What follows belongs to an exercise in optimizing a design on an open flow for small area, a short achievable clock period and few clock cycles per item; a production flow would make more cautious choices. Where RTL was checked, it was by simulation tests only, not by an equivalence proof against the original. No activity file was given, so power comes from the tool's default toggle rates.

==> flow/design.v <==
module window_line_buffer_kxk #(
  parameter int DATA_WIDTH = 32,
  parameter int K          = 3,
  parameter int MAX_WIDTH  = 64,
  parameter int CNT_W      = 8
) (
  input  logic                         clk,
  input  logic                         rst,
  input  logic                         frame_start,
  input  logic [CNT_W-1:0]             cfg_width,
  input  logic [CNT_W-1:0]             cfg_height,
  input  logic                         cfg_stride2,
  input  logic                         s_valid,
  output logic                         s_ready,
  input  logic [DATA_WIDTH-1:0]        s_data,
  output logic                         m_valid,
  input  logic                         m_ready,
  output logic [K*K*DATA_WIDTH-1:0]    m_window,
  output logic                         m_last,
  output logic                         frame_done,
  output logic                         cfg_err
);
  localparam int DW = DATA_WIDTH;
  localparam int NSEG = 6;
  logic [5:0]      r_wm1;      
  logic [7:0]      r_hm1;      
  logic            r_s2;
  logic [NSEG-1:0] r_use [4];
  logic            w_cfg_ok;
  logic [5:0]      w_dly;
  logic [5:0]      w_rest;
  assign w_cfg_ok = (cfg_width >= CNT_W'(3)) && (cfg_width <= CNT_W'(64)) &&
                    (cfg_height >= CNT_W'(3));
  assign w_dly    = r_wm1 - 6'd2;    
  assign w_rest   = (w_dly >= 6'd30) ? (w_dly - 6'd30) : w_dly;
  always_ff @(posedge clk) begin
    if (frame_start) begin
      r_wm1 <= 6'(cfg_width - 8'd1);
      r_hm1 <= cfg_height - 8'd1;
      r_s2  <= cfg_stride2;
    end
  end
  always_ff @(posedge clk) begin
    r_use[0] <= {w_dly >= 6'd30, w_rest[4:0]};
    for (int q = 1; q < 4; q++) r_use[q] <= r_use[q-1];
  end
  logic       r_run;        
  logic       r_sready;
  logic [5:0] r_icol;
  logic [7:0] r_irow;
  logic       w_push;
  logic       w_col_last;
  logic       w_row_last;
  logic       w_emit;
  logic       w_lastwin;
  assign s_ready = r_sready;
  assign w_push  = s_valid && r_sready;
  assign w_col_last = (r_icol == r_wm1);
  assign w_row_last = (r_irow == r_hm1);
  assign w_emit     = (r_irow >= 8'd2) && (r_icol >= 6'd2) &&
                      (!r_s2 || (!r_irow[0] && !r_icol[0]));
  assign w_lastwin  = w_emit &&
      ({r_icol[5:1], r_icol[0] | r_s2} == {r_wm1[5:1], r_wm1[0] | r_s2}) &&
      ({r_irow[7:1], r_irow[0] | r_s2} == {r_hm1[7:1], r_hm1[0] | r_s2});
  always_ff @(posedge clk) begin
    if (frame_start) begin
      r_icol <= '0;
      r_irow <= '0;
    end else if (w_push) begin
      if (w_col_last) begin
        r_icol <= '0;
        r_irow <= r_irow + 8'd1;
      end else begin
        r_icol <= r_icol + 6'd1;
      end
    end
  end
  logic [DW-1:0] r_fd [2];
  logic [1:0]    r_fe;         
  logic [1:0]    r_fl;         
  logic          r_wp;
  logic          r_rp;
  logic [1:0]    r_cnt;
  logic          w_pop;
  logic [DW-1:0] w_head;
  logic [1:0]    w_cnt_n;
  logic          w_run_n;
  assign w_pop   = (r_cnt != 2'd0) && (!m_valid || m_ready);
  assign w_head  = r_fd[r_rp];
  assign w_cnt_n = r_cnt + 2'(w_push) - 2'(w_pop);
  assign w_run_n = r_run && !(w_push && w_col_last && w_row_last);
  always_ff @(posedge clk) begin
    if (w_push) begin
      r_fd[r_wp] <= s_data;
      r_fe[r_wp] <= w_emit;
      r_fl[r_wp] <= w_lastwin;
    end
  end
  always_ff @(posedge clk or posedge rst) begin
    if (rst) begin
      r_run      <= 1'b0;
      r_sready   <= 1'b0;
      r_wp       <= 1'b0;
      r_rp       <= 1'b0;
      r_cnt      <= 2'd0;
      m_valid    <= 1'b0;
      m_last     <= 1'b0;
      frame_done <= 1'b0;
      cfg_err    <= 1'b0;
    end else if (frame_start) begin
      r_run      <= w_cfg_ok;
      r_sready   <= w_cfg_ok;
      r_wp       <= 1'b0;
      r_rp       <= 1'b0;
      r_cnt      <= 2'd0;
      m_valid    <= 1'b0;
      m_last     <= 1'b0;
      frame_done <= 1'b0;
      cfg_err    <= !w_cfg_ok;
    end else begin
      r_run      <= w_run_n;
      r_sready   <= w_run_n && (w_cnt_n != 2'd2);
      r_cnt      <= w_cnt_n;
      if (w_push) r_wp <= !r_wp;
      if (w_pop)  r_rp <= !r_rp;
      frame_done <= m_valid && m_ready && m_last;
      if (w_pop) begin
        m_valid <= r_fe[r_rp];
        m_last  <= r_fl[r_rp];
      end else if (m_ready) begin
        m_valid <= 1'b0;
        m_last  <= 1'b0;
      end
    end
  end
  logic [DW-1:0] r_tap [9];
  logic [DW-1:0] w_dl_in  [2];
  logic [DW-1:0] w_dl_out [2];
  assign w_dl_in[0] = r_tap[2];
  assign w_dl_in[1] = r_tap[5];
  for (genvar l = 0; l < 2; l++) begin : g_line
    for (genvar h = 0; h < 2; h++) begin : g_half
      localparam int HW = DW / 2;
      localparam int Q  = 2 * l + h;    
      logic [HW-1:0] w_si [NSEG+1];
      for (genvar s = 0; s < NSEG; s++) begin : g_seg
        localparam int L = (s == 5) ? 30 : (1 << s);
        logic [HW-1:0] r_sr [L];
        always_ff @(posedge clk) begin
          if (w_pop) begin
            r_sr[0] <= w_si[s];
            for (int k = 1; k < L; k++) r_sr[k] <= r_sr[k-1];
          end
        end
        assign w_si[s+1] = r_use[Q][s] ? r_sr[L-1] : w_si[s];
      end
      assign w_si[0] = w_dl_in[l][h*HW +: HW];
      assign w_dl_out[l][h*HW +: HW] = w_si[NSEG];
    end
  end
  always_ff @(posedge clk) begin
    if (w_pop) begin
      r_tap[0] <= w_head;
      r_tap[1] <= r_tap[0];
      r_tap[2] <= r_tap[1];
      r_tap[3] <= w_dl_out[0];
      r_tap[4] <= r_tap[3];
      r_tap[5] <= r_tap[4];
      r_tap[6] <= w_dl_out[1];
      r_tap[7] <= r_tap[6];
      r_tap[8] <= r_tap[7];
    end
  end
  always_comb begin
    for (int q = 0; q < 9; q++) m_window[q*DW +: DW] = r_tap[8-q];
  end
endmodule
==> flow/config.mk <==
export PLATFORM = sky130hd
export DESIGN_NAME = window_line_buffer_kxk
export DESIGN_NICKNAME = window_line_buffer_kxk
export VERILOG_FILES = /design/flow/design.v
export SDC_FILE = /design/flow/constraint.sdc
export NUM_CORES = 4
export LEC_CHECK = 0
export CAP_MARGIN = 20
export CORE_MARGIN = 2
export CORE_UTILIZATION = 70
export CTS_CLUSTER_DIAMETER = 60
export CTS_CLUSTER_SIZE = 24
export PLACE_DENSITY = 0.75
export SETUP_SLACK_MARGIN = 3.4
export SLEW_MARGIN = 20
==> flow/constraint.sdc <==
create_clock -name core_clock -period 6.0 [get_ports {clk}]
set_input_delay 1.2000 -clock core_clock [delete_from_list [all_inputs] [get_ports {clk}]]
set_output_delay 1.2000 -clock core_clock [all_outputs]
set_load 0.01 [all_outputs]
standard.sh (not shown) runs the stock make flow with config.mk's settings and CLKGATE_MAP_FILE= SYNTH_SCRIPT=/design/flow/synth_recipe.tcl, a recipe that flattens the netlist after the stock synthesis.
==> flow/flow/run.sh <==
#!/bin/bash
set -uo pipefail
export BUFFER_PORTS_ARGS="-buffer_cell sky130_fd_sc_hd__buf_4"
export POST_GLOBAL_PLACE_TCL="$PWD/flow/outbuf.tcl"
bash standard.sh > standard_flow.log 2>&1
==> flow/flow/outbuf.tcl <==
# Move each output port's buffer onto its driving cell (usually the register
# behind the port), so that the register drives only a short wire and the
# buffer drives the long wire to the pin. Detailed placement legalizes it.
set block [ord::get_db_block]
set moved 0
foreach bterm [$block getBTerms] {
  if {[$bterm getIoType] ne "OUTPUT"} { continue }
  set net [$bterm getNet]
  if {$net eq "NULL"} { continue }
  set buf ""
  foreach iterm [$net getITerms] {
    if {[$iterm isOutputSignal]} { set buf [$iterm getInst] }
  }
  if {$buf eq ""} { continue }
  set innet ""
  foreach iterm [$buf getITerms] {
    if {[$iterm isInputSignal] && [$iterm getNet] ne "NULL"} { set innet [$iterm getNet] }
  }
  if {$innet eq ""} { continue }
  set drv ""
  foreach iterm [$innet getITerms] {
    if {[$iterm isOutputSignal]} { set drv [$iterm getInst] }
  }
  if {$drv eq ""} { continue }
  set loc [$drv getLocation]
  $buf setLocation [lindex $loc 0] [lindex $loc 1]
  incr moved
}
puts "outbuf.tcl: moved $moved output buffers next to their drivers"
Edit:
--- a/flow/design.v
+++ b/flow/design.v
@@ -19,32 +19,37 @@
   output logic                         m_last,
   output logic                         frame_done,
   output logic                         cfg_err
 );
   localparam int DW = DATA_WIDTH;
-  localparam int NSEG = 6;
+  localparam int NSEG = 6;    
   logic [5:0]      r_wm1;      
   logic [7:0]      r_hm1;      
   logic            r_s2;
   logic [NSEG-1:0] r_use [4];
+  logic [3:0]      r_w3;
   logic            w_cfg_ok;
   logic [5:0]      w_dly;
   logic [5:0]      w_rest;
   assign w_cfg_ok = (cfg_width >= CNT_W'(3)) && (cfg_width <= CNT_W'(64)) &&
                     (cfg_height >= CNT_W'(3));
-  assign w_dly    = r_wm1 - 6'd2;    
-  assign w_rest   = (w_dly >= 6'd30) ? (w_dly - 6'd30) : w_dly;
+  assign w_dly    = r_wm1 - 6'd3;    
+  assign w_rest   = (w_dly >= 6'd29) ? (w_dly - 6'd29) : w_dly;
   always_ff @(posedge clk) begin
     if (frame_start) begin
       r_wm1 <= 6'(cfg_width - 8'd1);
       r_hm1 <= cfg_height - 8'd1;
       r_s2  <= cfg_stride2;
     end
   end
   always_ff @(posedge clk) begin
-    r_use[0] <= {w_dly >= 6'd30, w_rest[4:0]};
-    for (int q = 1; q < 4; q++) r_use[q] <= r_use[q-1];
+    r_use[0] <= {w_dly >= 6'd29, w_rest[4:0]};
+    r_w3[0]  <= (r_wm1 == 6'd2);
+    for (int q = 1; q < 4; q++) begin
+      r_use[q] <= r_use[q-1];
+      r_w3[q]  <= r_w3[q-1];
+    end
   end
   logic       r_run;        
   logic       r_sready;
   logic [5:0] r_icol;
   logic [7:0] r_irow;
@@ -141,23 +146,32 @@
   for (genvar l = 0; l < 2; l++) begin : g_line
     for (genvar h = 0; h < 2; h++) begin : g_half
       localparam int HW = DW / 2;
       localparam int Q  = 2 * l + h;    
       logic [HW-1:0] w_si [NSEG+1];
+      logic [HW-1:0] r_fix;
       for (genvar s = 0; s < NSEG; s++) begin : g_seg
-        localparam int L = (s == 5) ? 30 : (1 << s);
+        localparam int L = (s == 5) ? 29 : (1 << s);
         logic [HW-1:0] r_sr [L];
         always_ff @(posedge clk) begin
           if (w_pop) begin
             r_sr[0] <= w_si[s];
             for (int k = 1; k < L; k++) r_sr[k] <= r_sr[k-1];
           end
         end
-        assign w_si[s+1] = r_use[Q][s] ? r_sr[L-1] : w_si[s];
+        if (s == 2) begin : g_fix
+          always_ff @(posedge clk) begin
+            if (w_pop) r_fix <= r_use[Q][s] ? r_sr[L-1] : w_si[s];
+          end
+          assign w_si[s+1] = r_fix;
+        end else begin : g_byp
+          assign w_si[s+1] = r_use[Q][s] ? r_sr[L-1] : w_si[s];
+        end
       end
       assign w_si[0] = w_dl_in[l][h*HW +: HW];
-      assign w_dl_out[l][h*HW +: HW] = w_si[NSEG];
+      assign w_dl_out[l][h*HW +: HW] = r_w3[Q] ? w_dl_in[l][h*HW +: HW]
+                                                : w_si[NSEG];
     end
   end
   always_ff @(posedge clk) begin
     if (w_pop) begin
       r_tap[0] <= w_head;
Result:
- The new run finished clean
- synthesized area is lower by 0.90%
- design area goes down by 0.92%
- power came out higher by 2.0%
- global-route usage came out higher by 0.86 points
- wire length climbs by 2.1%
Testbench counts after the change, summed over its fixed seeds: cycles 95,280, items 95,003.
Only the layout flow was run in the first run of this note; the RTL was not checked for function there.

-- port drivers added, routing unchanged --
How much do the figures lean on ideal ports? The routed layouts below were timed once more, with nothing changed but the port constraints.
Step 1: set_driving_cell puts a clkbuf_16 on clk and a buf_2 on each other input, an assumption about the parent block.
Step 2 moves the port delays by t, midway between the first and last clock arrival at a register: inputs arrive t later, outputs are due t later. That takes back most of the time a late clock gives input paths.
Slacks: no drivers / after step 1 / after step 2; pairs: no drivers / after step 1.
run	t, ns	slack for setup (ns)	latest minus earliest clock arrival (ns)	pins driven straight from the clock port
the first run	0.941	3.291 / 3.205 / 2.462	0.047 / 0.047	1
the second run	0.947	3.295 / 3.201 / 2.766	0.065 / 0.064	1
After both steps setup and hold are still met in every run listed. The setup slack of the first run, which loses most, moves by -0.086 ns with the drivers and by -0.829 ns with both steps.
